Source: an optimization exercise on an open RTL-to-GDS flow (aim: small area, a short achievable clock period and few clock cycles per item). Production flows keep margins and buffers that such runs may drop. At most, simulation tests tie the RTL to the original design; equivalence was not proved. Function not checked in run 1: the RTL went through the layout flow alone.

==> design.v <==
`timescale 1ns/1ps
package alu_pkg;
	localparam int DATA_W = 32;
	typedef logic [DATA_W-1:0] word_t;
	localparam int SHAMT_W = 5;
	typedef logic [SHAMT_W-1:0] shamt_t;
	typedef enum logic [3:0] {
		OP_ADD  = 4'd0,
		OP_SUB  = 4'd1,
		OP_MUL  = 4'd2,
		OP_AND  = 4'd3,
		OP_OR   = 4'd4,
		OP_XOR  = 4'd5,
		OP_SHL  = 4'd6,
		OP_LSHR = 4'd7,
		OP_ASHR = 4'd8,
		OP_EQ   = 4'd9,
		OP_NE   = 4'd10,
		OP_ULT  = 4'd11,
		OP_ULE  = 4'd12,
		OP_SLT  = 4'd13,
		OP_SLE  = 4'd14
	} alu_op_t;
	localparam int MUL_STAGES_DEF = 4;
endpackage
`timescale 1ns/1ps
module elastic_alu (
	input logic clk,
	input logic rst,
	input logic [31:0] lhs,
	input logic [3:0] lhs_op,
	input logic lhs_valid,
	output logic lhs_ready,
	input logic [31:0] rhs,
	input logic rhs_valid,
	output logic rhs_ready,
	output logic [31:0] result,
	output logic result_valid,
	input logic result_ready
);
	logic d_mul, d_sh, d_one, d_addr, d_subr, d_and, d_or, d_xor, d_cin, d_sgn, d_rt, d_s;
	logic [1:0] d_ck;
	logic [31:0] d_l;
	always_comb begin
		d_mul = (lhs_op == 4'd2);
		d_sh = (lhs_op == 4'd6) | (lhs_op == 4'd7) | (lhs_op == 4'd8);
		d_rt = (lhs_op == 4'd7) | (lhs_op == 4'd8);
		d_s = (lhs_op == 4'd8) & lhs[31];   
		d_addr = (lhs_op == 4'd0);
		d_subr = (lhs_op == 4'd1) | ((lhs_op >= 4'd9) & (lhs_op <= 4'd14));
		d_one = d_addr | d_subr;
		d_and = (lhs_op == 4'd3);
		d_or = (lhs_op == 4'd4);
		d_xor = (lhs_op == 4'd5);
		d_cin = (lhs_op == 4'd1) | (lhs_op == 4'd9) | (lhs_op == 4'd10) | (lhs_op == 4'd11) | (lhs_op == 4'd13);
		d_sgn = (lhs_op == 4'd13) | (lhs_op == 4'd14);
		d_ck = (lhs_op == 4'd9) ? 2'd1 : (lhs_op == 4'd10) ? 2'd2 :
			((lhs_op >= 4'd11) & (lhs_op <= 4'd14)) ? 2'd3 : 2'd0;
		for (int i = 0; i < 32; i++) begin
			d_l[i] = d_rt ? lhs[31 - i] : lhs[i];
		end
	end
	logic lv, rv, fire, adv;
	logic [31:0] a_l, a_r;
	logic a_mul, a_sh, a_one, a_addr, a_subr, a_and, a_or, a_xor, a_cin, a_sgn, a_rt, a_s;
	logic [1:0] a_ck;
	assign fire = lv & rv & adv;
	assign lhs_ready = ~lv | fire;
	assign rhs_ready = ~rv | fire;
	always_ff @(posedge clk or posedge rst) begin
		if (rst) begin
			lv <= 1'b0;
			rv <= 1'b0;
		end else begin
			if (lhs_ready) lv <= lhs_valid;
			if (rhs_ready) rv <= rhs_valid;
		end
	end
	always_ff @(posedge clk) begin
		if (lhs_ready) begin
			a_l <= d_l;
			a_mul <= d_mul;
			a_sh <= d_sh;
			a_one <= d_one;
			a_addr <= d_addr;
			a_subr <= d_subr;
			a_and <= d_and;
			a_or <= d_or;
			a_xor <= d_xor;
			a_cin <= d_cin;
			a_sgn <= d_sgn;
			a_rt <= d_rt;
			a_s <= d_s;
			a_ck <= d_ck;
		end
		if (rhs_ready) begin
			a_r <= rhs;
		end
	end
	logic [15:0] one, two, neg;
	logic x0, x32;
	logic [31:0] ad, fill;
	logic [32:0] rr;
	logic eq;
	assign rr = {a_r, 1'b0};
	always_comb begin
		for (int j = 0; j < 16; j++) begin
			if (a_mul) begin
				one[j] = rr[2*j+1] ^ rr[2*j];
				two[j] = (rr[2*j+2] & ~rr[2*j+1] & ~rr[2*j]) | (~rr[2*j+2] & rr[2*j+1] & rr[2*j]);
				neg[j] = rr[2*j+2];
			end else if (a_sh) begin
				one[j] = (a_r[4:1] == j) & ~a_r[0];
				two[j] = (a_r[4:1] == j) & a_r[0];
				neg[j] = 1'b0;
			end else begin
				one[j] = (j == 0) & a_one;
				two[j] = 1'b0;
				neg[j] = 1'b0;
			end
		end
		x0 = a_mul ? neg[0] : a_cin;
		x32 = (a_ck != 2'd0) & ~(a_sgn & (a_l[31] ^ a_r[31]));
		for (int i = 0; i < 32; i++) begin
			fill[i] = a_s & (i < a_r[4:0]);
		end
		ad = ({32{a_addr}} & a_r) | ({32{a_subr}} & ~a_r) | ({32{a_and}} & (a_l & a_r)) |
			({32{a_or}} & (a_l | a_r)) | ({32{a_xor}} & (a_l ^ a_r)) | fill;
		eq = (a_l == a_r);
	end
	logic [31:0] pp0, pp1, pp2, pp3, pp4, pp5, pp6, pp7, pp8, pp9, pp10, pp11, pp12, pp13, pp14, pp15;
	logic [32:0] ll;
	assign ll = {a_l, 1'b0};
	always_comb begin
		for (int i = 0; i < 32; i++) begin
			pp0[i] = ((one[0] & ll[i+1]) | (two[0] & ll[i])) ^ neg[0];
			pp1[i] = ((one[1] & ll[i+1]) | (two[1] & ll[i])) ^ neg[1];
			pp2[i] = ((one[2] & ll[i+1]) | (two[2] & ll[i])) ^ neg[2];
			pp3[i] = ((one[3] & ll[i+1]) | (two[3] & ll[i])) ^ neg[3];
			pp4[i] = ((one[4] & ll[i+1]) | (two[4] & ll[i])) ^ neg[4];
			pp5[i] = ((one[5] & ll[i+1]) | (two[5] & ll[i])) ^ neg[5];
			pp6[i] = ((one[6] & ll[i+1]) | (two[6] & ll[i])) ^ neg[6];
			pp7[i] = ((one[7] & ll[i+1]) | (two[7] & ll[i])) ^ neg[7];
			pp8[i] = ((one[8] & ll[i+1]) | (two[8] & ll[i])) ^ neg[8];
			pp9[i] = ((one[9] & ll[i+1]) | (two[9] & ll[i])) ^ neg[9];
			pp10[i] = ((one[10] & ll[i+1]) | (two[10] & ll[i])) ^ neg[10];
			pp11[i] = ((one[11] & ll[i+1]) | (two[11] & ll[i])) ^ neg[11];
			pp12[i] = ((one[12] & ll[i+1]) | (two[12] & ll[i])) ^ neg[12];
			pp13[i] = ((one[13] & ll[i+1]) | (two[13] & ll[i])) ^ neg[13];
			pp14[i] = ((one[14] & ll[i+1]) | (two[14] & ll[i])) ^ neg[14];
			pp15[i] = ((one[15] & ll[i+1]) | (two[15] & ll[i])) ^ neg[15];
		end
	end
	logic [32:0] tx, ty;
	logic t1, t2, t3, t4, t5, t6, t7, t8, t9, t10, t11, t12, t13, t14, t15, t16, t17, t18, t19, t20, t21, t22, t23, t24, t25, t26, t27, t28, t29, t30, t31, t32, t33, t34, t35, t36, t37, t38, t39, t40, t41, t42, t43, t44, t45, t46, t47, t48, t49, t50, t51, t52, t53, t54, t55, t56, t57, t58, t59, t60, t61, t62, t63, t64, t65, t66, t67, t68, t69, t70, t71, t72, t73, t74, t75, t76, t77, t78, t79, t80, t81, t82, t83, t84, t85, t86, t87, t88, t89, t90, t91, t92, t93, t94, t95, t96, t97, t98, t99, t100, t101, t102, t103, t104, t105, t106, t107, t108, t109, t110, t111, t112, t113, t114, t115, t116, t117, t118, t119, t120, t121, t122, t123, t124, t125, t126, t127, t128, t129, t130, t131, t132, t133, t134, t135, t136, t137, t138, t139, t140, t141, t142, t143, t144, t145, t146, t147, t148, t149, t150, t151, t152, t153, t154, t155, t156, t157, t158, t159, t160, t161, t162, t163, t164, t165, t166, t167, t168, t169, t170, t171, t172, t173, t174, t175, t176, t177, t178, t179, t180, t181, t182, t183, t184, t185, t186, t187, t188, t189, t190, t191, t192, t193, t194, t195, t196, t197, t198, t199, t200, t201, t202, t203, t204, t205, t206, t207, t208, t209, t210, t211, t212, t213, t214, t215, t216, t217, t218, t219, t220, t221, t222, t223, t224, t225, t226, t227, t228, t229, t230, t231, t232, t233, t234, t235, t236, t237, t238, t239, t240, t241, t242, t243, t244, t245, t246, t247, t248, t249, t250, t251, t252, t253, t254, t255, t256, t257, t258, t259, t260, t261, t262, t263, t264, t265, t266, t267, t268, t269, t270, t271, t272, t273, t274, t275, t276, t277, t278, t279, t280, t281, t282, t283, t284, t285, t286, t287, t288, t289, t290, t291, t292, t293, t294, t295, t296, t297, t298, t299, t300, t301, t302, t303, t304, t305, t306, t307, t308, t309, t310, t311, t312, t313, t314, t315, t316, t317, t318, t319, t320, t321, t322, t323, t324, t325, t326, t327, t328, t329, t330, t331, t332, t333, t334, t335, t336, t337, t338, t339, t340, t341, t342, t343, t344, t345, t346, t347, t348, t349, t350, t351, t352, t353, t354, t355, t356, t357, t358, t359, t360, t361, t362, t363, t364, t365, t366, t367, t368, t369, t370, t371, t372, t373, t374, t375, t376, t377, t378, t379, t380, t381, t382, t383, t384, t385, t386, t387, t388, t389, t390, t391, t392, t393, t394, t395, t396, t397, t398, t399, t400, t401, t402, t403, t404, t405, t406, t407, t408, t409, t410, t411, t412, t413, t414, t415, t416, t417, t418, t419, t420, t421, t422, t423, t424, t425, t426;
	csa_ha t1_ha (.a(pp0[22]), .b(pp1[20]), .s(t1), .co(t2));
	csa_ha t3_ha (.a(pp0[23]), .b(pp1[21]), .s(t3), .co(t4));
	csa_fa t5_fa (.a(pp0[24]), .b(pp1[22]), .c(pp2[20]), .s(t5), .co(t6));
	csa_ha t7_ha (.a(pp3[18]), .b(pp4[16]), .s(t7), .co(t8));
	csa_fa t9_fa (.a(pp0[25]), .b(pp1[23]), .c(pp2[21]), .s(t9), .co(t10));
	csa_ha t11_ha (.a(pp3[19]), .b(pp4[17]), .s(t11), .co(t12));
	csa_fa t13_fa (.a(pp0[26]), .b(pp1[24]), .c(pp2[22]), .s(t13), .co(t14));
	csa_fa t15_fa (.a(pp3[20]), .b(pp4[18]), .c(pp5[16]), .s(t15), .co(t16));
	csa_ha t17_ha (.a(pp6[14]), .b(pp7[12]), .s(t17), .co(t18));
	csa_fa t19_fa (.a(pp0[27]), .b(pp1[25]), .c(pp2[23]), .s(t19), .co(t20));
	csa_fa t21_fa (.a(pp3[21]), .b(pp4[19]), .c(pp5[17]), .s(t21), .co(t22));
	csa_ha t23_ha (.a(pp6[15]), .b(pp7[13]), .s(t23), .co(t24));
	csa_fa t25_fa (.a(pp0[28]), .b(pp1[26]), .c(pp2[24]), .s(t25), .co(t26));
	csa_fa t27_fa (.a(pp3[22]), .b(pp4[20]), .c(pp5[18]), .s(t27), .co(t28));
	csa_fa t29_fa (.a(pp6[16]), .b(pp7[14]), .c(pp8[12]), .s(t29), .co(t30));
	csa_ha t31_ha (.a(pp9[10]), .b(pp10[8]), .s(t31), .co(t32));
	csa_fa t33_fa (.a(pp0[29]), .b(pp1[27]), .c(pp2[25]), .s(t33), .co(t34));
	csa_fa t35_fa (.a(pp3[23]), .b(pp4[21]), .c(pp5[19]), .s(t35), .co(t36));
	csa_fa t37_fa (.a(pp6[17]), .b(pp7[15]), .c(pp8[13]), .s(t37), .co(t38));
	csa_ha t39_ha (.a(pp9[11]), .b(pp10[9]), .s(t39), .co(t40));
	csa_fa t41_fa (.a(pp0[30]), .b(pp1[28]), .c(pp2[26]), .s(t41), .co(t42));
	csa_fa t43_fa (.a(pp3[24]), .b(pp4[22]), .c(pp5[20]), .s(t43), .co(t44));
	csa_fa t45_fa (.a(pp6[18]), .b(pp7[16]), .c(pp8[14]), .s(t45), .co(t46));
	csa_fa t47_fa (.a(pp9[12]), .b(pp10[10]), .c(pp11[8]), .s(t47), .co(t48));
	csa_ha t49_ha (.a(pp12[6]), .b(pp13[4]), .s(t49), .co(t50));
	csa_fa t51_fa (.a(pp0[31]), .b(pp1[29]), .c(pp2[27]), .s(t51), .co(t52));
	csa_fa t53_fa (.a(pp3[25]), .b(pp4[23]), .c(pp5[21]), .s(t53), .co(t54));
	csa_fa t55_fa (.a(pp6[19]), .b(pp7[17]), .c(pp8[15]), .s(t55), .co(t56));
	csa_fa t57_fa (.a(pp9[13]), .b(pp10[11]), .c(pp11[9]), .s(t57), .co(t58));
	csa_ha t59_ha (.a(pp12[7]), .b(pp13[5]), .s(t59), .co(t60));
	csa_ha t61_ha (.a(pp0[14]), .b(pp1[12]), .s(t61), .co(t62));
	csa_ha t63_ha (.a(pp0[15]), .b(pp1[13]), .s(t63), .co(t64));
	csa_fa t65_fa (.a(pp0[16]), .b(pp1[14]), .c(pp2[12]), .s(t65), .co(t66));
	csa_ha t67_ha (.a(pp3[10]), .b(pp4[8]), .s(t67), .co(t68));
	csa_fa t69_fa (.a(pp0[17]), .b(pp1[15]), .c(pp2[13]), .s(t69), .co(t70));
	csa_ha t71_ha (.a(pp3[11]), .b(pp4[9]), .s(t71), .co(t72));
	csa_fa t73_fa (.a(pp0[18]), .b(pp1[16]), .c(pp2[14]), .s(t73), .co(t74));
	csa_fa t75_fa (.a(pp3[12]), .b(pp4[10]), .c(pp5[8]), .s(t75), .co(t76));
	csa_ha t77_ha (.a(pp6[6]), .b(pp7[4]), .s(t77), .co(t78));
	csa_fa t79_fa (.a(pp0[19]), .b(pp1[17]), .c(pp2[15]), .s(t79), .co(t80));
	csa_fa t81_fa (.a(pp3[13]), .b(pp4[11]), .c(pp5[9]), .s(t81), .co(t82));
	csa_ha t83_ha (.a(pp6[7]), .b(pp7[5]), .s(t83), .co(t84));
	csa_fa t85_fa (.a(pp0[20]), .b(pp1[18]), .c(pp2[16]), .s(t85), .co(t86));
	csa_fa t87_fa (.a(pp3[14]), .b(pp4[12]), .c(pp5[10]), .s(t87), .co(t88));
	csa_fa t89_fa (.a(pp6[8]), .b(pp7[6]), .c(pp8[4]), .s(t89), .co(t90));
	csa_ha t91_ha (.a(pp9[2]), .b(pp10[0]), .s(t91), .co(t92));
	csa_fa t93_fa (.a(pp0[21]), .b(pp1[19]), .c(pp2[17]), .s(t93), .co(t94));
	csa_fa t95_fa (.a(pp3[15]), .b(pp4[13]), .c(pp5[11]), .s(t95), .co(t96));
	csa_fa t97_fa (.a(pp6[9]), .b(pp7[7]), .c(pp8[5]), .s(t97), .co(t98));
	csa_ha t99_ha (.a(pp9[3]), .b(pp10[1]), .s(t99), .co(t100));
	csa_fa t101_fa (.a(t1), .b(pp2[18]), .c(pp3[16]), .s(t101), .co(t102));
	csa_fa t103_fa (.a(pp4[14]), .b(pp5[12]), .c(pp6[10]), .s(t103), .co(t104));
	csa_fa t105_fa (.a(pp7[8]), .b(pp8[6]), .c(pp9[4]), .s(t105), .co(t106));
	csa_fa t107_fa (.a(pp10[2]), .b(pp11[0]), .c(neg[11]), .s(t107), .co(t108));
	csa_fa t109_fa (.a(t3), .b(pp2[19]), .c(pp3[17]), .s(t109), .co(t110));
	csa_fa t111_fa (.a(pp4[15]), .b(pp5[13]), .c(pp6[11]), .s(t111), .co(t112));
	csa_fa t113_fa (.a(pp7[9]), .b(pp8[7]), .c(pp9[5]), .s(t113), .co(t114));
	csa_fa t115_fa (.a(pp10[3]), .b(pp11[1]), .c(ad[23]), .s(t115), .co(t116));
	csa_fa t117_fa (.a(t5), .b(t7), .c(pp5[14]), .s(t117), .co(t118));
	csa_fa t119_fa (.a(pp6[12]), .b(pp7[10]), .c(pp8[8]), .s(t119), .co(t120));
	csa_fa t121_fa (.a(pp9[6]), .b(pp10[4]), .c(pp11[2]), .s(t121), .co(t122));
	csa_fa t123_fa (.a(pp12[0]), .b(neg[12]), .c(ad[24]), .s(t123), .co(t124));
	csa_fa t125_fa (.a(t9), .b(t11), .c(pp5[15]), .s(t125), .co(t126));
	csa_fa t127_fa (.a(pp6[13]), .b(pp7[11]), .c(pp8[9]), .s(t127), .co(t128));
	csa_fa t129_fa (.a(pp9[7]), .b(pp10[5]), .c(pp11[3]), .s(t129), .co(t130));
	csa_fa t131_fa (.a(pp12[1]), .b(ad[25]), .c(t6), .s(t131), .co(t132));
	csa_fa t133_fa (.a(t13), .b(t15), .c(t17), .s(t133), .co(t134));
	csa_fa t135_fa (.a(pp8[10]), .b(pp9[8]), .c(pp10[6]), .s(t135), .co(t136));
	csa_fa t137_fa (.a(pp11[4]), .b(pp12[2]), .c(pp13[0]), .s(t137), .co(t138));
	csa_fa t139_fa (.a(neg[13]), .b(ad[26]), .c(t10), .s(t139), .co(t140));
	csa_fa t141_fa (.a(t19), .b(t21), .c(t23), .s(t141), .co(t142));
	csa_fa t143_fa (.a(pp8[11]), .b(pp9[9]), .c(pp10[7]), .s(t143), .co(t144));
	csa_fa t145_fa (.a(pp11[5]), .b(pp12[3]), .c(pp13[1]), .s(t145), .co(t146));
	csa_fa t147_fa (.a(ad[27]), .b(t14), .c(t16), .s(t147), .co(t148));
	csa_fa t149_fa (.a(t25), .b(t27), .c(t29), .s(t149), .co(t150));
	csa_fa t151_fa (.a(t31), .b(pp11[6]), .c(pp12[4]), .s(t151), .co(t152));
	csa_fa t153_fa (.a(pp13[2]), .b(pp14[0]), .c(neg[14]), .s(t153), .co(t154));
	csa_fa t155_fa (.a(ad[28]), .b(t20), .c(t22), .s(t155), .co(t156));
	csa_fa t157_fa (.a(t33), .b(t35), .c(t37), .s(t157), .co(t158));
	csa_fa t159_fa (.a(t39), .b(pp11[7]), .c(pp12[5]), .s(t159), .co(t160));
	csa_fa t161_fa (.a(pp13[3]), .b(pp14[1]), .c(ad[29]), .s(t161), .co(t162));
	csa_fa t163_fa (.a(t26), .b(t28), .c(t30), .s(t163), .co(t164));
	csa_fa t165_fa (.a(t41), .b(t43), .c(t45), .s(t165), .co(t166));
	csa_fa t167_fa (.a(t47), .b(t49), .c(pp14[2]), .s(t167), .co(t168));
	csa_fa t169_fa (.a(pp15[0]), .b(neg[15]), .c(ad[30]), .s(t169), .co(t170));
	csa_fa t171_fa (.a(t34), .b(t36), .c(t38), .s(t171), .co(t172));
	csa_fa t173_fa (.a(t51), .b(t53), .c(t55), .s(t173), .co(t174));
	csa_fa t175_fa (.a(t57), .b(t59), .c(pp14[3]), .s(t175), .co(t176));
	csa_fa t177_fa (.a(pp15[1]), .b(ad[31]), .c(t42), .s(t177), .co(t178));
	csa_fa t179_fa (.a(t44), .b(t46), .c(t48), .s(t179), .co(t180));
	assign t181 = x32 ^ t52;
	csa_ha t182_ha (.a(pp0[8]), .b(pp1[6]), .s(t182), .co(t183));
	csa_ha t184_ha (.a(pp0[9]), .b(pp1[7]), .s(t184), .co(t185));
	csa_fa t186_fa (.a(pp0[10]), .b(pp1[8]), .c(pp2[6]), .s(t186), .co(t187));
	csa_ha t188_ha (.a(pp3[4]), .b(pp4[2]), .s(t188), .co(t189));
	csa_fa t190_fa (.a(pp0[11]), .b(pp1[9]), .c(pp2[7]), .s(t190), .co(t191));
	csa_ha t192_ha (.a(pp3[5]), .b(pp4[3]), .s(t192), .co(t193));
	csa_fa t194_fa (.a(pp0[12]), .b(pp1[10]), .c(pp2[8]), .s(t194), .co(t195));
	csa_fa t196_fa (.a(pp3[6]), .b(pp4[4]), .c(pp5[2]), .s(t196), .co(t197));
	csa_ha t198_ha (.a(pp6[0]), .b(neg[6]), .s(t198), .co(t199));
	csa_fa t200_fa (.a(pp0[13]), .b(pp1[11]), .c(pp2[9]), .s(t200), .co(t201));
	csa_fa t202_fa (.a(pp3[7]), .b(pp4[5]), .c(pp5[3]), .s(t202), .co(t203));
	csa_ha t204_ha (.a(pp6[1]), .b(ad[13]), .s(t204), .co(t205));
	csa_fa t206_fa (.a(t61), .b(pp2[10]), .c(pp3[8]), .s(t206), .co(t207));
	csa_fa t208_fa (.a(pp4[6]), .b(pp5[4]), .c(pp6[2]), .s(t208), .co(t209));
	csa_fa t210_fa (.a(pp7[0]), .b(neg[7]), .c(ad[14]), .s(t210), .co(t211));
	csa_fa t212_fa (.a(t63), .b(pp2[11]), .c(pp3[9]), .s(t212), .co(t213));
	csa_fa t214_fa (.a(pp4[7]), .b(pp5[5]), .c(pp6[3]), .s(t214), .co(t215));
	csa_fa t216_fa (.a(pp7[1]), .b(ad[15]), .c(t62), .s(t216), .co(t217));
	csa_fa t218_fa (.a(t65), .b(t67), .c(pp5[6]), .s(t218), .co(t219));
	csa_fa t220_fa (.a(pp6[4]), .b(pp7[2]), .c(pp8[0]), .s(t220), .co(t221));
	csa_fa t222_fa (.a(neg[8]), .b(ad[16]), .c(t64), .s(t222), .co(t223));
	csa_fa t224_fa (.a(t69), .b(t71), .c(pp5[7]), .s(t224), .co(t225));
	csa_fa t226_fa (.a(pp6[5]), .b(pp7[3]), .c(pp8[1]), .s(t226), .co(t227));
	csa_fa t228_fa (.a(ad[17]), .b(t66), .c(t68), .s(t228), .co(t229));
	csa_fa t230_fa (.a(t73), .b(t75), .c(t77), .s(t230), .co(t231));
	csa_fa t232_fa (.a(pp8[2]), .b(pp9[0]), .c(neg[9]), .s(t232), .co(t233));
	csa_fa t234_fa (.a(ad[18]), .b(t70), .c(t72), .s(t234), .co(t235));
	csa_fa t236_fa (.a(t79), .b(t81), .c(t83), .s(t236), .co(t237));
	csa_fa t238_fa (.a(pp8[3]), .b(pp9[1]), .c(ad[19]), .s(t238), .co(t239));
	csa_fa t240_fa (.a(t74), .b(t76), .c(t78), .s(t240), .co(t241));
	csa_fa t242_fa (.a(t85), .b(t87), .c(t89), .s(t242), .co(t243));
	csa_fa t244_fa (.a(t91), .b(neg[10]), .c(ad[20]), .s(t244), .co(t245));
	csa_fa t246_fa (.a(t80), .b(t82), .c(t84), .s(t246), .co(t247));
	csa_fa t248_fa (.a(t93), .b(t95), .c(t97), .s(t248), .co(t249));
	csa_fa t250_fa (.a(t99), .b(ad[21]), .c(t86), .s(t250), .co(t251));
	csa_fa t252_fa (.a(t88), .b(t90), .c(t92), .s(t252), .co(t253));
	csa_fa t254_fa (.a(t101), .b(t103), .c(t105), .s(t254), .co(t255));
	csa_fa t256_fa (.a(t107), .b(ad[22]), .c(t94), .s(t256), .co(t257));
	csa_fa t258_fa (.a(t96), .b(t98), .c(t100), .s(t258), .co(t259));
	csa_fa t260_fa (.a(t109), .b(t111), .c(t113), .s(t260), .co(t261));
	csa_fa t262_fa (.a(t115), .b(t2), .c(t102), .s(t262), .co(t263));
	csa_fa t264_fa (.a(t104), .b(t106), .c(t108), .s(t264), .co(t265));
	csa_fa t266_fa (.a(t117), .b(t119), .c(t121), .s(t266), .co(t267));
	csa_fa t268_fa (.a(t123), .b(t4), .c(t110), .s(t268), .co(t269));
	csa_fa t270_fa (.a(t112), .b(t114), .c(t116), .s(t270), .co(t271));
	csa_fa t272_fa (.a(t125), .b(t127), .c(t129), .s(t272), .co(t273));
	csa_fa t274_fa (.a(t131), .b(t8), .c(t118), .s(t274), .co(t275));
	csa_fa t276_fa (.a(t120), .b(t122), .c(t124), .s(t276), .co(t277));
	csa_fa t278_fa (.a(t133), .b(t135), .c(t137), .s(t278), .co(t279));
	csa_fa t280_fa (.a(t139), .b(t12), .c(t126), .s(t280), .co(t281));
	csa_fa t282_fa (.a(t128), .b(t130), .c(t132), .s(t282), .co(t283));
	csa_fa t284_fa (.a(t141), .b(t143), .c(t145), .s(t284), .co(t285));
	csa_fa t286_fa (.a(t147), .b(t18), .c(t134), .s(t286), .co(t287));
	csa_fa t288_fa (.a(t136), .b(t138), .c(t140), .s(t288), .co(t289));
	csa_fa t290_fa (.a(t149), .b(t151), .c(t153), .s(t290), .co(t291));
	csa_fa t292_fa (.a(t155), .b(t24), .c(t142), .s(t292), .co(t293));
	csa_fa t294_fa (.a(t144), .b(t146), .c(t148), .s(t294), .co(t295));
	csa_fa t296_fa (.a(t157), .b(t159), .c(t161), .s(t296), .co(t297));
	csa_fa t298_fa (.a(t163), .b(t32), .c(t150), .s(t298), .co(t299));
	csa_fa t300_fa (.a(t152), .b(t154), .c(t156), .s(t300), .co(t301));
	csa_fa t302_fa (.a(t165), .b(t167), .c(t169), .s(t302), .co(t303));
	csa_fa t304_fa (.a(t171), .b(t40), .c(t158), .s(t304), .co(t305));
	csa_fa t306_fa (.a(t160), .b(t162), .c(t164), .s(t306), .co(t307));
	csa_fa t308_fa (.a(t173), .b(t175), .c(t177), .s(t308), .co(t309));
	csa_fa t310_fa (.a(t179), .b(t50), .c(t166), .s(t310), .co(t311));
	csa_fa t312_fa (.a(t168), .b(t170), .c(t172), .s(t312), .co(t313));
	assign t314 = t181 ^ t54 ^ t56;
	assign t315 = t58 ^ t60 ^ t174;
	assign t316 = t176 ^ t178 ^ t180;
	csa_ha t317_ha (.a(pp0[4]), .b(pp1[2]), .s(t317), .co(t318));
	csa_ha t319_ha (.a(pp0[5]), .b(pp1[3]), .s(t319), .co(t320));
	csa_fa t321_fa (.a(pp0[6]), .b(pp1[4]), .c(pp2[2]), .s(t321), .co(t322));
	csa_ha t323_ha (.a(pp3[0]), .b(neg[3]), .s(t323), .co(t324));
	csa_fa t325_fa (.a(pp0[7]), .b(pp1[5]), .c(pp2[3]), .s(t325), .co(t326));
	csa_ha t327_ha (.a(pp3[1]), .b(ad[7]), .s(t327), .co(t328));
	csa_fa t329_fa (.a(t182), .b(pp2[4]), .c(pp3[2]), .s(t329), .co(t330));
	csa_fa t331_fa (.a(pp4[0]), .b(neg[4]), .c(ad[8]), .s(t331), .co(t332));
	csa_fa t333_fa (.a(t184), .b(pp2[5]), .c(pp3[3]), .s(t333), .co(t334));
	csa_fa t335_fa (.a(pp4[1]), .b(ad[9]), .c(t183), .s(t335), .co(t336));
	csa_fa t337_fa (.a(t186), .b(t188), .c(pp5[0]), .s(t337), .co(t338));
	csa_fa t339_fa (.a(neg[5]), .b(ad[10]), .c(t185), .s(t339), .co(t340));
	csa_fa t341_fa (.a(t190), .b(t192), .c(pp5[1]), .s(t341), .co(t342));
	csa_fa t343_fa (.a(ad[11]), .b(t187), .c(t189), .s(t343), .co(t344));
	csa_fa t345_fa (.a(t194), .b(t196), .c(t198), .s(t345), .co(t346));
	csa_fa t347_fa (.a(ad[12]), .b(t191), .c(t193), .s(t347), .co(t348));
	csa_fa t349_fa (.a(t200), .b(t202), .c(t204), .s(t349), .co(t350));
	csa_fa t351_fa (.a(t195), .b(t197), .c(t199), .s(t351), .co(t352));
	csa_fa t353_fa (.a(t206), .b(t208), .c(t210), .s(t353), .co(t354));
	csa_fa t355_fa (.a(t201), .b(t203), .c(t205), .s(t355), .co(t356));
	csa_fa t357_fa (.a(t212), .b(t214), .c(t216), .s(t357), .co(t358));
	csa_fa t359_fa (.a(t207), .b(t209), .c(t211), .s(t359), .co(t360));
	csa_fa t361_fa (.a(t218), .b(t220), .c(t222), .s(t361), .co(t362));
	csa_fa t363_fa (.a(t213), .b(t215), .c(t217), .s(t363), .co(t364));
	csa_fa t365_fa (.a(t224), .b(t226), .c(t228), .s(t365), .co(t366));
	csa_fa t367_fa (.a(t219), .b(t221), .c(t223), .s(t367), .co(t368));
	csa_fa t369_fa (.a(t230), .b(t232), .c(t234), .s(t369), .co(t370));
	csa_fa t371_fa (.a(t225), .b(t227), .c(t229), .s(t371), .co(t372));
	csa_fa t373_fa (.a(t236), .b(t238), .c(t240), .s(t373), .co(t374));
	csa_fa t375_fa (.a(t231), .b(t233), .c(t235), .s(t375), .co(t376));
	csa_fa t377_fa (.a(t242), .b(t244), .c(t246), .s(t377), .co(t378));
	csa_fa t379_fa (.a(t237), .b(t239), .c(t241), .s(t379), .co(t380));
	csa_fa t381_fa (.a(t248), .b(t250), .c(t252), .s(t381), .co(t382));
	csa_fa t383_fa (.a(t243), .b(t245), .c(t247), .s(t383), .co(t384));
	csa_fa t385_fa (.a(t254), .b(t256), .c(t258), .s(t385), .co(t386));
	csa_fa t387_fa (.a(t249), .b(t251), .c(t253), .s(t387), .co(t388));
	csa_fa t389_fa (.a(t260), .b(t262), .c(t264), .s(t389), .co(t390));
	csa_fa t391_fa (.a(t255), .b(t257), .c(t259), .s(t391), .co(t392));
	csa_fa t393_fa (.a(t266), .b(t268), .c(t270), .s(t393), .co(t394));
	csa_fa t395_fa (.a(t261), .b(t263), .c(t265), .s(t395), .co(t396));
	csa_fa t397_fa (.a(t272), .b(t274), .c(t276), .s(t397), .co(t398));
	csa_fa t399_fa (.a(t267), .b(t269), .c(t271), .s(t399), .co(t400));
	csa_fa t401_fa (.a(t278), .b(t280), .c(t282), .s(t401), .co(t402));
	csa_fa t403_fa (.a(t273), .b(t275), .c(t277), .s(t403), .co(t404));
	csa_fa t405_fa (.a(t284), .b(t286), .c(t288), .s(t405), .co(t406));
	csa_fa t407_fa (.a(t279), .b(t281), .c(t283), .s(t407), .co(t408));
	csa_fa t409_fa (.a(t290), .b(t292), .c(t294), .s(t409), .co(t410));
	csa_fa t411_fa (.a(t285), .b(t287), .c(t289), .s(t411), .co(t412));
	csa_fa t413_fa (.a(t296), .b(t298), .c(t300), .s(t413), .co(t414));
	csa_fa t415_fa (.a(t291), .b(t293), .c(t295), .s(t415), .co(t416));
	csa_fa t417_fa (.a(t302), .b(t304), .c(t306), .s(t417), .co(t418));
	csa_fa t419_fa (.a(t297), .b(t299), .c(t301), .s(t419), .co(t420));
	csa_fa t421_fa (.a(t308), .b(t310), .c(t312), .s(t421), .co(t422));
	csa_fa t423_fa (.a(t303), .b(t305), .c(t307), .s(t423), .co(t424));
	assign t425 = t314 ^ t315 ^ t316;
	assign t426 = t309 ^ t311 ^ t313;
	logic q0_0, q0_1, q0_2, q1_0, q1_1, q2_0, q2_1, q2_2, q2_3, q3_0, q3_1, q3_2, q4_0, q4_1, q4_2, q4_3, q5_0, q5_1, q5_2, q5_3, q6_0, q6_1, q6_2, q6_3, q7_0, q7_1, q7_2, q7_3, q8_0, q8_1, q8_2, q8_3, q9_0, q9_1, q9_2, q9_3, q10_0, q10_1, q10_2, q10_3, q11_0, q11_1, q11_2, q11_3, q12_0, q12_1, q12_2, q12_3, q13_0, q13_1, q13_2, q13_3, q14_0, q14_1, q14_2, q14_3, q15_0, q15_1, q15_2, q15_3, q16_0, q16_1, q16_2, q16_3, q17_0, q17_1, q17_2, q17_3, q18_0, q18_1, q18_2, q18_3, q19_0, q19_1, q19_2, q19_3, q20_0, q20_1, q20_2, q20_3, q21_0, q21_1, q21_2, q21_3, q22_0, q22_1, q22_2, q22_3, q23_0, q23_1, q23_2, q23_3, q24_0, q24_1, q24_2, q24_3, q25_0, q25_1, q25_2, q25_3, q26_0, q26_1, q26_2, q26_3, q27_0, q27_1, q27_2, q27_3, q28_0, q28_1, q28_2, q28_3, q29_0, q29_1, q29_2, q29_3, q30_0, q30_1, q30_2, q30_3, q31_0, q31_1, q31_2, q31_3, q32_0, q32_1, q32_2, q32_3;
	always_ff @(posedge clk) begin
		if (adv) begin
			q0_0 <= pp0[0];
			q0_1 <= x0;
			q0_2 <= ad[0];
			q1_0 <= pp0[1];
			q1_1 <= ad[1];
			q2_0 <= pp0[2];
			q2_1 <= pp1[0];
			q2_2 <= neg[1];
			q2_3 <= ad[2];
			q3_0 <= pp0[3];
			q3_1 <= pp1[1];
			q3_2 <= ad[3];
			q4_0 <= t317;
			q4_1 <= pp2[0];
			q4_2 <= neg[2];
			q4_3 <= ad[4];
			q5_0 <= t319;
			q5_1 <= pp2[1];
			q5_2 <= ad[5];
			q5_3 <= t318;
			q6_0 <= t321;
			q6_1 <= t323;
			q6_2 <= ad[6];
			q6_3 <= t320;
			q7_0 <= t325;
			q7_1 <= t327;
			q7_2 <= t322;
			q7_3 <= t324;
			q8_0 <= t329;
			q8_1 <= t331;
			q8_2 <= t326;
			q8_3 <= t328;
			q9_0 <= t333;
			q9_1 <= t335;
			q9_2 <= t330;
			q9_3 <= t332;
			q10_0 <= t337;
			q10_1 <= t339;
			q10_2 <= t334;
			q10_3 <= t336;
			q11_0 <= t341;
			q11_1 <= t343;
			q11_2 <= t338;
			q11_3 <= t340;
			q12_0 <= t345;
			q12_1 <= t347;
			q12_2 <= t342;
			q12_3 <= t344;
			q13_0 <= t349;
			q13_1 <= t351;
			q13_2 <= t346;
			q13_3 <= t348;
			q14_0 <= t353;
			q14_1 <= t355;
			q14_2 <= t350;
			q14_3 <= t352;
			q15_0 <= t357;
			q15_1 <= t359;
			q15_2 <= t354;
			q15_3 <= t356;
			q16_0 <= t361;
			q16_1 <= t363;
			q16_2 <= t358;
			q16_3 <= t360;
			q17_0 <= t365;
			q17_1 <= t367;
			q17_2 <= t362;
			q17_3 <= t364;
			q18_0 <= t369;
			q18_1 <= t371;
			q18_2 <= t366;
			q18_3 <= t368;
			q19_0 <= t373;
			q19_1 <= t375;
			q19_2 <= t370;
			q19_3 <= t372;
			q20_0 <= t377;
			q20_1 <= t379;
			q20_2 <= t374;
			q20_3 <= t376;
			q21_0 <= t381;
			q21_1 <= t383;
			q21_2 <= t378;
			q21_3 <= t380;
			q22_0 <= t385;
			q22_1 <= t387;
			q22_2 <= t382;
			q22_3 <= t384;
			q23_0 <= t389;
			q23_1 <= t391;
			q23_2 <= t386;
			q23_3 <= t388;
			q24_0 <= t393;
			q24_1 <= t395;
			q24_2 <= t390;
			q24_3 <= t392;
			q25_0 <= t397;
			q25_1 <= t399;
			q25_2 <= t394;
			q25_3 <= t396;
			q26_0 <= t401;
			q26_1 <= t403;
			q26_2 <= t398;
			q26_3 <= t400;
			q27_0 <= t405;
			q27_1 <= t407;
			q27_2 <= t402;
			q27_3 <= t404;
			q28_0 <= t409;
			q28_1 <= t411;
			q28_2 <= t406;
			q28_3 <= t408;
			q29_0 <= t413;
			q29_1 <= t415;
			q29_2 <= t410;
			q29_3 <= t412;
			q30_0 <= t417;
			q30_1 <= t419;
			q30_2 <= t414;
			q30_3 <= t416;
			q31_0 <= t421;
			q31_1 <= t423;
			q31_2 <= t418;
			q31_3 <= t420;
			q32_0 <= t425;
			q32_1 <= t426;
			q32_2 <= t422;
			q32_3 <= t424;
		end
	end
	logic u1, u2, u3, u4, u5, u6, u7, u8, u9, u10, u11, u12, u13, u14, u15, u16, u17, u18, u19, u20, u21, u22, u23, u24, u25, u26, u27, u28, u29, u30, u31, u32, u33, u34, u35, u36, u37, u38, u39, u40, u41, u42, u43, u44, u45, u46, u47, u48, u49, u50, u51, u52, u53, u54, u55, u56, u57, u58, u59, u60, u61, u62, u63, u64, u65, u66, u67, u68, u69, u70, u71, u72, u73, u74, u75, u76, u77, u78, u79, u80, u81, u82, u83, u84, u85, u86, u87, u88, u89, u90, u91, u92, u93, u94, u95, u96, u97, u98, u99, u100, u101, u102, u103, u104, u105, u106, u107, u108, u109, u110, u111, u112, u113, u114, u115, u116, u117, u118, u119, u120, u121, u122, u123, u124, u125, u126;
	csa_ha u1_ha (.a(q2_0), .b(q2_1), .s(u1), .co(u2));
	csa_ha u3_ha (.a(q3_0), .b(q3_1), .s(u3), .co(u4));
	csa_fa u5_fa (.a(q4_0), .b(q4_1), .c(q4_2), .s(u5), .co(u6));
	csa_fa u7_fa (.a(q5_0), .b(q5_1), .c(q5_2), .s(u7), .co(u8));
	csa_fa u9_fa (.a(q6_0), .b(q6_1), .c(q6_2), .s(u9), .co(u10));
	csa_fa u11_fa (.a(q7_0), .b(q7_1), .c(q7_2), .s(u11), .co(u12));
	csa_fa u13_fa (.a(q8_0), .b(q8_1), .c(q8_2), .s(u13), .co(u14));
	csa_fa u15_fa (.a(q9_0), .b(q9_1), .c(q9_2), .s(u15), .co(u16));
	csa_fa u17_fa (.a(q10_0), .b(q10_1), .c(q10_2), .s(u17), .co(u18));
	csa_fa u19_fa (.a(q11_0), .b(q11_1), .c(q11_2), .s(u19), .co(u20));
	csa_fa u21_fa (.a(q12_0), .b(q12_1), .c(q12_2), .s(u21), .co(u22));
	csa_fa u23_fa (.a(q13_0), .b(q13_1), .c(q13_2), .s(u23), .co(u24));
	csa_fa u25_fa (.a(q14_0), .b(q14_1), .c(q14_2), .s(u25), .co(u26));
	csa_fa u27_fa (.a(q15_0), .b(q15_1), .c(q15_2), .s(u27), .co(u28));
	csa_fa u29_fa (.a(q16_0), .b(q16_1), .c(q16_2), .s(u29), .co(u30));
	csa_fa u31_fa (.a(q17_0), .b(q17_1), .c(q17_2), .s(u31), .co(u32));
	csa_fa u33_fa (.a(q18_0), .b(q18_1), .c(q18_2), .s(u33), .co(u34));
	csa_fa u35_fa (.a(q19_0), .b(q19_1), .c(q19_2), .s(u35), .co(u36));
	csa_fa u37_fa (.a(q20_0), .b(q20_1), .c(q20_2), .s(u37), .co(u38));
	csa_fa u39_fa (.a(q21_0), .b(q21_1), .c(q21_2), .s(u39), .co(u40));
	csa_fa u41_fa (.a(q22_0), .b(q22_1), .c(q22_2), .s(u41), .co(u42));
	csa_fa u43_fa (.a(q23_0), .b(q23_1), .c(q23_2), .s(u43), .co(u44));
	csa_fa u45_fa (.a(q24_0), .b(q24_1), .c(q24_2), .s(u45), .co(u46));
	csa_fa u47_fa (.a(q25_0), .b(q25_1), .c(q25_2), .s(u47), .co(u48));
	csa_fa u49_fa (.a(q26_0), .b(q26_1), .c(q26_2), .s(u49), .co(u50));
	csa_fa u51_fa (.a(q27_0), .b(q27_1), .c(q27_2), .s(u51), .co(u52));
	csa_fa u53_fa (.a(q28_0), .b(q28_1), .c(q28_2), .s(u53), .co(u54));
	csa_fa u55_fa (.a(q29_0), .b(q29_1), .c(q29_2), .s(u55), .co(u56));
	csa_fa u57_fa (.a(q30_0), .b(q30_1), .c(q30_2), .s(u57), .co(u58));
	csa_fa u59_fa (.a(q31_0), .b(q31_1), .c(q31_2), .s(u59), .co(u60));
	assign u61 = q32_0 ^ q32_1 ^ q32_2;
	csa_ha u62_ha (.a(q0_0), .b(q0_1), .s(u62), .co(u63));
	csa_ha u64_ha (.a(q1_0), .b(q1_1), .s(u64), .co(u65));
	csa_fa u66_fa (.a(u1), .b(q2_2), .c(q2_3), .s(u66), .co(u67));
	csa_fa u68_fa (.a(u3), .b(q3_2), .c(u2), .s(u68), .co(u69));
	csa_fa u70_fa (.a(u5), .b(q4_3), .c(u4), .s(u70), .co(u71));
	csa_fa u72_fa (.a(u7), .b(q5_3), .c(u6), .s(u72), .co(u73));
	csa_fa u74_fa (.a(u9), .b(q6_3), .c(u8), .s(u74), .co(u75));
	csa_fa u76_fa (.a(u11), .b(q7_3), .c(u10), .s(u76), .co(u77));
	csa_fa u78_fa (.a(u13), .b(q8_3), .c(u12), .s(u78), .co(u79));
	csa_fa u80_fa (.a(u15), .b(q9_3), .c(u14), .s(u80), .co(u81));
	csa_fa u82_fa (.a(u17), .b(q10_3), .c(u16), .s(u82), .co(u83));
	csa_fa u84_fa (.a(u19), .b(q11_3), .c(u18), .s(u84), .co(u85));
	csa_fa u86_fa (.a(u21), .b(q12_3), .c(u20), .s(u86), .co(u87));
	csa_fa u88_fa (.a(u23), .b(q13_3), .c(u22), .s(u88), .co(u89));
	csa_fa u90_fa (.a(u25), .b(q14_3), .c(u24), .s(u90), .co(u91));
	csa_fa u92_fa (.a(u27), .b(q15_3), .c(u26), .s(u92), .co(u93));
	csa_fa u94_fa (.a(u29), .b(q16_3), .c(u28), .s(u94), .co(u95));
	csa_fa u96_fa (.a(u31), .b(q17_3), .c(u30), .s(u96), .co(u97));
	csa_fa u98_fa (.a(u33), .b(q18_3), .c(u32), .s(u98), .co(u99));
	csa_fa u100_fa (.a(u35), .b(q19_3), .c(u34), .s(u100), .co(u101));
	csa_fa u102_fa (.a(u37), .b(q20_3), .c(u36), .s(u102), .co(u103));
	csa_fa u104_fa (.a(u39), .b(q21_3), .c(u38), .s(u104), .co(u105));
	csa_fa u106_fa (.a(u41), .b(q22_3), .c(u40), .s(u106), .co(u107));
	csa_fa u108_fa (.a(u43), .b(q23_3), .c(u42), .s(u108), .co(u109));
	csa_fa u110_fa (.a(u45), .b(q24_3), .c(u44), .s(u110), .co(u111));
	csa_fa u112_fa (.a(u47), .b(q25_3), .c(u46), .s(u112), .co(u113));
	csa_fa u114_fa (.a(u49), .b(q26_3), .c(u48), .s(u114), .co(u115));
	csa_fa u116_fa (.a(u51), .b(q27_3), .c(u50), .s(u116), .co(u117));
	csa_fa u118_fa (.a(u53), .b(q28_3), .c(u52), .s(u118), .co(u119));
	csa_fa u120_fa (.a(u55), .b(q29_3), .c(u54), .s(u120), .co(u121));
	csa_fa u122_fa (.a(u57), .b(q30_3), .c(u56), .s(u122), .co(u123));
	csa_fa u124_fa (.a(u59), .b(q31_3), .c(u58), .s(u124), .co(u125));
	assign u126 = u61 ^ q32_3 ^ u60;
	assign tx = {u126, u124, u122, u120, u118, u116, u114, u112, u110, u108, u106, u104, u102, u100, u98, u96, u94, u92, u90, u88, u86, u84, u82, u80, u78, u76, u74, u72, u70, u68, u66, u64, u62};
	assign ty = {u125, u123, u121, u119, u117, u115, u113, u111, u109, u107, u105, u103, u101, u99, u97, u95, u93, u91, u89, u87, u85, u83, u81, u79, u77, u75, u73, u71, u69, u67, u65, u63, q0_2};
	logic bv;
	logic b_rt, b_cmp, b_sg, b_eq;
	always_ff @(posedge clk or posedge rst) begin
		if (rst) begin
			bv <= 1'b0;
		end else if (adv) begin
			bv <= fire;
		end
	end
	always_ff @(posedge clk) begin
		if (adv) begin
			b_rt <= a_rt;
			b_cmp <= (a_ck != 2'd0);
			b_sg <= (a_ck == 2'd3);
			b_eq <= (a_ck == 2'd1) ? eq : ~eq;
		end
	end
	logic [32:0] sum;
	logic [31:0] res;
	assign sum = tx + ty;
	always_comb begin
		for (int i = 0; i < 32; i++) begin
			res[i] = ~b_cmp & (b_rt ? sum[31 - i] : sum[i]);
		end
		res[0] = b_cmp ? (b_sg ? sum[32] : b_eq) : b_rt ? sum[31] : sum[0];
	end
	logic ov, sv, take;
	logic [31:0] o_d, s_d;
	assign adv = ~sv;
	assign take = ov & result_ready;
	assign result_valid = ov;
	assign result = o_d;
	always_ff @(posedge clk or posedge rst) begin
		if (rst) begin
			ov <= 1'b0;
			sv <= 1'b0;
		end else if (sv) begin
			if (take) sv <= 1'b0;
		end else if (bv) begin
			if (ov & ~take) sv <= 1'b1;
			else ov <= 1'b1;
		end else if (take) begin
			ov <= 1'b0;
		end
	end
	always_ff @(posedge clk) begin
		if (sv) begin
			if (take) o_d <= s_d;
		end else begin
			s_d <= res;
			if (bv & (~ov | take)) o_d <= res;
		end
	end
endmodule
module csa_fa (
	input logic a,
	input logic b,
	input logic c,
	output logic s,
	output logic co
);
	assign s = a ^ b ^ c;
	assign co = (a & b) | (a & c) | (b & c);
endmodule
module csa_ha (
	input logic a,
	input logic b,
	output logic s,
	output logic co
);
	assign s = a ^ b;
	assign co = a & b;
endmodule
==> flow/run.sh <==
#!/bin/bash
set -euo pipefail
MARGIN=${MARGIN:-6.5}
sed "s/\"\\\${@:-finish}\"/SETUP_SLACK_MARGIN=$MARGIN \"\${@:-finish}\"/" standard.sh > flow/standard_margin.sh
grep -q "SETUP_SLACK_MARGIN=$MARGIN" flow/standard_margin.sh
bash flow/standard_margin.sh > make_flow.log 2>&1
==> flow/standard_margin.sh <==
#!/bin/bash
# The standard flow's own layout of this design, on the ORFS make targets given (by default finish). After
# finish it leaves the final layout's DEF at /design/flow/out/final.def.
set -euo pipefail
make -C /OpenROAD-flow-scripts/flow DESIGN_CONFIG=/design/flow/config.mk WORK_HOME=/design/flow/orfs CLKGATE_MAP_FILE= SYNTH_SCRIPT=/design/flow/synth_recipe.tcl CAP_MARGIN=20 CORE_MARGIN=2 CORE_UTILIZATION=40 SLEW_MARGIN=20 SYNTH_HIERARCHICAL=1 SETUP_SLACK_MARGIN=6.5 "${@:-finish}"
if [[ -f /design/flow/orfs/results/sky130hd/elastic_alu/base/6_final.odb ]]; then
  : # left out here: write the final layout as DEF
fi
==> standard.sh <==
#!/bin/bash
# synth_recipe.tcl (not shown) runs the flow's synth.tcl, then flattens the netlist and writes it again
# the make line also repeats each setting of config.mk as NAME=value (left out here)
make -C /OpenROAD-flow-scripts/flow DESIGN_CONFIG=/design/flow/config.mk WORK_HOME=/design/flow/orfs CLKGATE_MAP_FILE= SYNTH_SCRIPT=/design/flow/synth_recipe.tcl "${@:-finish}"
==> config.mk <==
export PLATFORM = sky130hd
export DESIGN_NAME = elastic_alu
export DESIGN_NICKNAME = elastic_alu
export VERILOG_FILES = /design/flow/design.v
export SDC_FILE = /design/flow/constraint.sdc
export NUM_CORES = 4
export LEC_CHECK = 0
export CAP_MARGIN = 20
export CORE_MARGIN = 2
export CORE_UTILIZATION = 40
export SLEW_MARGIN = 20
export SYNTH_HIERARCHICAL = 1
==> constraint.sdc <==
create_clock -name core_clock -period 10.0 [get_ports {clk}]
set_input_delay 2.0000 -clock core_clock [delete_from_list [all_inputs] [get_ports {clk}]]
set_output_delay 2.0000 -clock core_clock [all_outputs]
set_load 0.01 [all_outputs]
==> out/qor.yml, run 1 <==
synthesis:
  syn_area_mm2: 0.0254
  ys_seq_area_frac: 0.329
  synth-xor-area-share: 0.111
  synth-seq-cells: 279
  synth_top_family_by_area: "adder cells"
  synth_compound_area_frac: 0.159
  synth_warnings: 7
  synth-simple-area-share: 0.0599
  syn_area_per_cell_um2: 11.2
  synth_largest_type_area_fraction: 0.324
  syn_nets: 2719
  synthArstFlopShare: 0.0179
  synthMuxAreaShare: 0.0344
  synth_cells: 2267
  synth_cell_types: 69
  synthFlopType: "edfxtp_1"
  yosysTopAreaCell: "edfxtp_1"
  synth-edff-count: 274
  netlist_top_cells_area: "edfxtp_1 32%, fa_1 19%, xnor2_1 9.3%"
  yosys.area_share.adder: 0.258
clock_tree:
  clkTransAtPathRegs_ns: 0.06
  clock_latency_ns: 0.62
  cts_tree: "built"
  clockRootBuffer: "clkbuf_16"
  cts_buffers: 31
  cts.sinks: 279
  clk_path_buf_depth: 3
  postCtsHoldBufs: 0
  h-tree-depth: 1
drt:
  route.detailed.drc: 0
  via_per_inst: 5.99
  wire_per_inst_um: 26.2
  ant_nets: 0
  first_pass_iters: 8
  via_count: 20000
  wirelength_mm: 87.5
  first_iter_violations: 1982
worst_setup_path:
  worst_path_most_repeated_cell: "fa_2"
  cpPeakStageDelay_ns: 0.60
  worstSetupPathType: "flop to flop"
  cp_slowest_cell: "fa_2"
  critical_path_buf_inv_count: 5
  r2r_start: "a_mul"
  worstPathRequired_ns: 10.35
  cp-start-kind: "flop"
  cp_top_family: "adder cells"
  reg2reg_depth: 13
  crit_fanout: 8
  path_cells: "buf_12 > nor3b_4 > buf_6 > buf_12 > a32o_2 > buf_12 > buf_8 > a22oi_2 > xnor2_2 > fa_2 > fa_2 > fa_2 > fa_2"
  regToRegSetupSlack_ns: 5.88
  arrival_ns: 4.47
  r2r-end: "q29_0"
  crit_path_end_kind: "flop"
die:
  ios: 108
  die_area_mm2: 0.0655
  core_area_mm2: 0.0630
  die_h_um: 256
  num_rows: 92
  start_util: 0.403
  die_w_um: 256
hold_path:
  hold_path_depth: 0
  hp-start: "a_rt"
  min_path_type: "flop to flop"
  min_to: "b_rt"
place:
  dp_hpwl_mm: 57.8
  portBuffers: 107
  gp_congestion: 0.934
  place_ws_ns: 5.16
  dp_cells: 3074
grt:
  grt_max_degree: 74
  gr-total-overflow: 0
  grt_use_total: 0.261
  antenna_found_initial: 0
  grt_pass1_wl_mm: 130
  grt_pass1_vias: 20700
sta:
  rsz0062_at_grt: "true"
  fin_crit_sh: 0.412
  finalWorstPathRequiredPeriod_ns: 4.12
  finalMaxSlewViolations: 0
  setup_viol: 0
  slew_headroom: 0.169
  hold_ws_ns: 0.437
  fin_skew_ns: 0.0170
  hold_violations: 0
  max_freq_ghz: 0.243
  finalWorstSetupSlack_ns: 5.88
  finalSetupTns_ns: 0
  worstMarginPinSlew_ns: 1.25
cells_and_area:
  stdcell_count: 3337
  synthToLayoutAreaGrowth_pct: 29.5
  nNetsFinal: 2918
  drive_above_1_share: 0.295
job:
  cap_violations: 0
run_status:
  outcome: "finished clean"
modules after synthesis (local to each module, per instance):
| module | copies in the design | area [µm²] | cells inside |
|---|---|---|---|
| csa_ha | 32 | 12.5 | 1 |
| elastic_alu | 1 | 20200 | 1995 |
| csa_fa | 240 | 20.0 | 1 |
sequential cells by signal, summed over array words and instances (netlist names), 2 cells and up:
signal,count
o_d,32
s_d,32
a_r,32
a_l,32
a_ck,2
metrics by stage:
| stage | area (µm²) | util |
|---|---|---|
| 5_1_grt | 32900 | 0.522 |
| 3_5_place_dp | 27900 | 0.443 |
| 3_3_place_gp | 27900 | 0.443 |
| 6_report | 32900 | 0.522 |
| 2_1_floorplan | 26400 | - |
| 4_1_cts | 31900 | 0.506 |
layout make-up:
type,count,area [µm²]
fillers,5374,30100
multi-input cells,1662,18100
flip-flops and latches,279,8350
repair buffers,359,3830
well taps,846,1060
clock buffers,36,795
inverters,133,514
clock inverters,20,198
diodes,2,5.00
kinds of logic (layout without fill, tap and decap cells):
| logic type | after synthesis | count (layout) |
|---|---|---|
| AO/OA/AOI/OAI | 551 | 552 |
| other | 0 | 2 |
| AND/OR/NAND/NOR | 327 | 327 |
| multiplexers | 81 | 83 |
| adder cells (fa/ha/maj) | 379 | 379 |
| XOR/XNOR | 321 | 321 |
| buffers and inverters | 329 | 548 |
| flip-flops | 279 | 279 |
worst max-delay path by stage:
| stage | startpoint | endpoint | cells after the start |
|---|---|---|---|
| final | a_mul | q29_0 | 13 |
| after global routing | a_mul | q26_0 | 12 |
| after CTS | a_mul | q31_0 | 12 |
| after detailed placement | a_r[0] | q30_0 | 9 |
| after global placement | a_r[0] | q31_0 | 9 |
| after floorplan | a_r[1] | q25_0 | 12 |
worst reg2reg max path: stages, from the launching register on:
cell      delay (ns)
edfxtp_1        0.42
buf_12          0.16
nor3b_4         0.24
buf_6           0.14
buf_12          0.11
a32o_2          0.23
buf_12          0.15
buf_8           0.14
a22oi_2         0.08
xnor2_2         0.17
fa_2            0.60
fa_2            0.45
fa_2            0.54
fa_2            0.42
cells in the mapped netlist (14+ instances only):
cell      count
buf_1        29
mux2_2       46
inv_1       120
a21o_1       29
nand3_1      55
nor2_1       56
o21ai_0      61
fa_1        241
xnor2_1     270
a222oi_1     25
nand2_1     131
ha_1        138
nor3_1       14
o31ai_1      14
a22oi_1     263
xor2_1       51
mux2i_1      34
clkbuf_1    150
a32o_1       17
buf_2        17
a21oi_1      55
edfxtp_1    274
cells in the final DEF (no fill, tap or decap), drive strengths merged, types with 9 or more instances in the layout:
cell type,count
o211ai,9
xor2,51
ha,138
edfxtp,274
nor2b,9
nor2,56
a222oi,25
o31ai,14
clkdlybuf4s50,73
dlygate4sd2,17
mux2,49
nor3,14
fa,241
inv,130
a22oi,263
o21ai,63
dlymetal6s2s,15
nand4,10
and2,9
nor4,10
a21oi,55
xnor2,270
a32o,18
clkbuf,37
clkinv,17
a21o,29
nand3,55
a22o,13
mux2i,34
nand2,131
buf,245
metal layers:
metal	global-route usage	part of all wire	vias up
li1	-	-	8578
met1	0.335	0.40	10000
met2	0.412	0.45	1112
met3	0.0571	0.085	275
met4	0.139	0.061	0
met5	0	0	-
timing repair:
item,CTS,global route
setup buffers,131,54
cloned,17,1
endpoints found under the setup margin,201,184
pin swaps,176,132
gates resized for setup,348,119
hold endpoints to repair,0,0
==> inputs of run 2 (changes only) <==
--- a/design.v
+++ b/design.v
@@ -62,6 +62,24 @@
 	end
 	logic lv, rv, fire, adv;
 	logic [31:0] a_l, a_r;
+	logic [15:0] d_bo, d_bt, d_bn, d_so, d_st, r_bo, r_bt, r_bn, r_so, r_st;
+	logic [32:0] d_rr;
+	always_comb begin
+		d_rr = {rhs, 1'b0};
+		for (int j = 0; j < 16; j++) begin
+			d_bo[j] = d_rr[2*j+1] ^ d_rr[2*j];
+			d_bt[j] = (d_rr[2*j+2] & ~d_rr[2*j+1] & ~d_rr[2*j]) | (~d_rr[2*j+2] & d_rr[2*j+1] & d_rr[2*j]);
+			d_bn[j] = d_rr[2*j+2];
+			d_so[j] = (rhs[4:1] == j) & ~rhs[0];
+			d_st[j] = (rhs[4:1] == j) & rhs[0];
+		end
+	end
+	always_comb begin
+		for (int j = 0; j < 16; j++) begin
+			a_r[2*j+1] = r_bn[j];
+			a_r[2*j] = r_bo[j] ^ ((j == 0) ? 1'b0 : r_bn[(j == 0) ? 0 : j-1]);
+		end
+	end
 	logic a_mul, a_sh, a_one, a_addr, a_subr, a_and, a_or, a_xor, a_cin, a_sgn, a_rt, a_s;
 	logic [1:0] a_ck;
 	assign fire = lv & rv & adv;
@@ -94,30 +112,22 @@
 			a_ck <= d_ck;
 		end
 		if (rhs_ready) begin
-			a_r <= rhs;
+			r_bo <= d_bo;
+			r_bt <= d_bt;
+			r_bn <= d_bn;
+			r_so <= d_so;
+			r_st <= d_st;
 		end
 	end
 	logic [15:0] one, two, neg;
 	logic x0, x32;
 	logic [31:0] ad, fill;
-	logic [32:0] rr;
 	logic eq;
-	assign rr = {a_r, 1'b0};
 	always_comb begin
 		for (int j = 0; j < 16; j++) begin
-			if (a_mul) begin
-				one[j] = rr[2*j+1] ^ rr[2*j];
-				two[j] = (rr[2*j+2] & ~rr[2*j+1] & ~rr[2*j]) | (~rr[2*j+2] & rr[2*j+1] & rr[2*j]);
-				neg[j] = rr[2*j+2];
-			end else if (a_sh) begin
-				one[j] = (a_r[4:1] == j) & ~a_r[0];
-				two[j] = (a_r[4:1] == j) & a_r[0];
-				neg[j] = 1'b0;
-			end else begin
-				one[j] = (j == 0) & a_one;
-				two[j] = 1'b0;
-				neg[j] = 1'b0;
-			end
+			one[j] = (a_mul & r_bo[j]) | (a_sh & r_so[j]) | ((j == 0) & a_one);
+			two[j] = (a_mul & r_bt[j]) | (a_sh & r_st[j]);
+			neg[j] = a_mul & r_bn[j];
 		end
 		x0 = a_mul ? neg[0] : a_cin;
 		x32 = (a_ck != 2'd0) & ~(a_sgn & (a_l[31] ^ a_r[31]));
==> run 2 against run 1 <==
Against the previous run: still clean; critical path depth down 3; hold slack worse by 0.0072 ns; final cell count about the same; sequential cell count up 48; area after synthesis up 6.5%; die area up 6.4%; final area down 0.51%; largest cell class unchanged; highest routed layer unchanged.
==> out/qor.yml, run 2 <==
synthesis:
  yosysTopAreaCell: "edfxtp_1"
  synth-edff-count: 322  # +18%
  syn_area_mm2: 0.0271  # +6.5%
  ys_seq_area_frac: 0.362  # +0.0333
  syn_nets: 2802  # +3.1%
  synth_warnings: 7  # unchanged
  synth_commonest_cells: "322 x edfxtp_1, 270 x xnor2_1, 264 x a22oi_1, 241 x fa_1, 165 x nand2_1"
  synthArstFlopShare: 0.0153  # -0.00263
  synth_cells: 2342  # +3.3%
  synth-seq-cells: 327  # +17%
  synthFlopType: "edfxtp_1"
  yosysMostFrequentCell: "edfxtp_1"
  netlist_top_cells_area: "edfxtp_1 36%, fa_1 18%, xnor2_1 8.7%"
  synth_largest_type_area_fraction: 0.357  # +0.0336
  synth_cell_types: 70  # +1.4%
  syn_area_per_cell_um2: 11.6  # +3.1%
die:
  start_util: 0.404  # about the same
  core_area_mm2: 0.0670  # +6.5%
  num_rows: 95  # +3.3%
  die_w_um: 264  # +3.1%
  ios: 108  # unchanged
  die_h_um: 264  # +3.1%
  die_area_mm2: 0.0697  # +6.4%
cells_and_area:
  drive_above_1_share: 0.209  # -0.0860
  stdcell_area_mm2: 0.0327  # -0.51%
  largestRegisters: "a_l: 32 flops, o_d: 32 flops, s_d: 32 flops"
  stdcell_count: 3334  # -0.090%
  antennaDiodeCount: 0  # -2
  post-route-util: 0.488  # -0.0343
  synthToLayoutAreaGrowth_pct: 21.0
  layout_common_cells: "322 x edfxtp_1, 258 x xnor2_1, 220 x a22oi_1, 183 x fa_1, 162 x nand2_1"
  final_common_cell: "edfxtp_1"
  nNetsFinal: 2893  # -0.86%
worst_setup_path:
  cpPeakStageDelay_ns: 0.55  # -0.05 ns
  cp_top_family: "adder cells"
  path_cells: "buf_6 > buf_12 > a221o_2 > buf_12 > a22oi_2 > xor2_1 > fa_2 > fa_1 > fa_2 > fa_2"
  r2r_start: "a_mul"
  arrival_ns: 4.24  # -0.23 ns
  regToRegSetupSlack_ns: 6.05  # +0.17 ns
  worstSetupPathType: "flop to flop"
  r2r-end: "q25_0"
  crit_fanout: 12  # +4
  crit_path_end_kind: "flop"
  worstPathRequired_ns: 10.29  # -0.06 ns
  critical_path_buf_inv_count: 3  # -2
  cp-start-kind: "flop"
  reg2reg_depth: 10  # -3
  worst_path_most_repeated_cell: "fa_2"
  cp_slowest_cell: "fa_2"
grt:
  antenna_found_initial: 0  # unchanged
  gr-total-overflow: 0  # unchanged
  grt_use_total: 0.255  # -0.00526
  grt_pass1_wl_mm: 133  # +2.5%
  grt_pass1_vias: 20500  # -0.88%
  grt_max_degree: 102  # +38%
clock_tree:
  h-tree-depth: 2  # +1
  cts_tree: "built"
  cts.sinks: 327  # +17%
  clock_latency_ns: 0.58  # -0.04 ns
  clockRootBuffer: "clkbuf_16"
  clk_path_buf_depth: 3  # unchanged
  cts_buffers: 38  # +23%
  clkTransAtPathRegs_ns: 0.06  # about the same
sta:
  max_freq_ghz: 0.253  # +4.3%
  worstMarginPinSlew_ns: 1.02  # -0.225 ns
  setup_viol: 0  # unchanged
  finalMaxSlewViolations: 0  # unchanged
  slew_headroom: 0.319  # +0.150
  finalSetupTns_ns: 0  # unchanged
  hold_violations: 0  # unchanged
  rsz0062_at_grt: "true"
  finalWorstPathRequiredPeriod_ns: 3.95  # -0.169 ns
  fin_skew_ns: 0.0373  # +0.0203 ns
  fin_crit_sh: 0.395  # -0.0169
drt:
  wire_per_inst_um: 26.9  # +2.6%
  wirelength_mm: 89.7  # +2.5%
  ant_nets: 0  # unchanged
  first_iter_violations: 2084  # +5.1%
  via_per_inst: 6.00  # +0.14%
  via_count: 20000  # +0.050%
  first_pass_iters: 8  # unchanged
  route.detailed.drc: 0  # unchanged
hold_path:
  hp-start: "a_rt"
  min_to: "b_rt"
  min_path_type: "flop to flop"
  hold_path_depth: 0  # unchanged
place:
  gp_congestion: 0.936  # +0.25%
  dp_hpwl_mm: 61.7  # +6.7%
  portBuffers: 107  # unchanged
  placed_cell_area_mm2: 0.0293  # +5.0%
  dp_cells: 3189  # +3.7%
job:
  cap_violations: 0  # unchanged
run_status:
  outcome: "finished clean"
==> run 2: final cells by class <==
| type | instances | area (µm²) |
|---|---|---|
| Fill cell | 5882 | 34300 |
| Multi-Input combinational cell | 1735 | 17800 |
| Sequential cell | 327 | 9800 |
| Timing Repair Buffer | 225 | 2340 |
| Tap cell | 873 | 1090 |
| Clock buffer | 43 | 970 |
| Inverter | 106 | 422 |
| Clock inverter | 25 | 263 |
==> run 2: layer usage <==
layer	share of wire	GRT usage	vias up	routed length [µm]
met1	0.41	0.339	10200	36900
met5	0	0	-	0
li1	-	-	8608	-
met4	0.054	0.130	0	4840
met2	0.46	0.409	985	41600
met3	0.071	0.0362	231	6390
==> run 2: logic make-up (layout without fill, tap and decap cells) <==
logic type / after synthesis / after routing / share of synthesized area
xor+xnor: 340 / 340 / 0.110
flops: 327 / 327 / 0.362
fa+ha+maj: 387 / 387 / 0.246
mux: 64 / 64 / 0.0256
buf+inv: 284 / 399 / 0.0401
simple gates: 375 / 375 / 0.0669
compound gates: 565 / 569 / 0.149
==> run 2: worst max path at each step <==
stage	from	to	cells past startpoint
2_1_floorplan	sv	rhs_ready	1
3_3_place_gp	a_sh	q31_0	7
3_5_place_dp	a_sh	q31_0	7
4_1_cts	a_mul	q25_0	10
5_1_grt	a_mul	q25_0	10
6_report	a_mul	q25_0	10
==> run 2: through the flow <==
stage	hold WS, ns	setup slack, ns
finish	0.429	6.05
global route	0.457	5.97
CTS	0.444	6.05
detailed placement	0.425	5.16
global placement	0.423	5.18
floorplan	0.400	6.12
==> run 2: repair_timing <==
item                       4_1_cts  5_1_grt
pin swaps                      100       53
setup buffers                   56       11
gates resized for setup        290       66
hold buffers                     0        0
setup endpoints to repair      183      169
gates cloned                    10        0
==> run 2: modules after synthesis (local to each module, per instance) <==
| module | cells | cell area (µm²) |
|---|---|---|
| csa_fa | 1 | 20.0 |
| csa_ha | 1 | 12.5 |
| elastic_alu | 2070 | 21800 |
Testbench counts of run 2, summed over its fixed seeds: cycles 16,024, items 16,000.

[afterwards: timing with drivers on the ports]
How much do the figures lean on ideal ports? The routed layouts below were timed once more, with nothing changed but the port constraints. Step 1 assumes that a clkbuf_16 drives the clock port and a buf_2 every other input. Step 2, shift: input delay + t, output delay - t, t = (earliest + latest rising clock arrival at the registers) / 2. This alone moves slack from input paths to output paths. a / b / c = no drivers / after step 1 / after step 2; a / b = the first two.
| run | t (ns) | setup slack, ns | worst setup path at the end | clock arrival spread, ns |
|---|---|---|---|---|
| run 1 | 0.673 | 5.882 / 5.882 / 5.882 | register to register | 0.017 / 0.017 |
| run 2 | 0.629 | 6.051 / 6.051 / 6.051 | register to register | 0.037 / 0.038 |
After both steps every run listed still meets setup and hold.
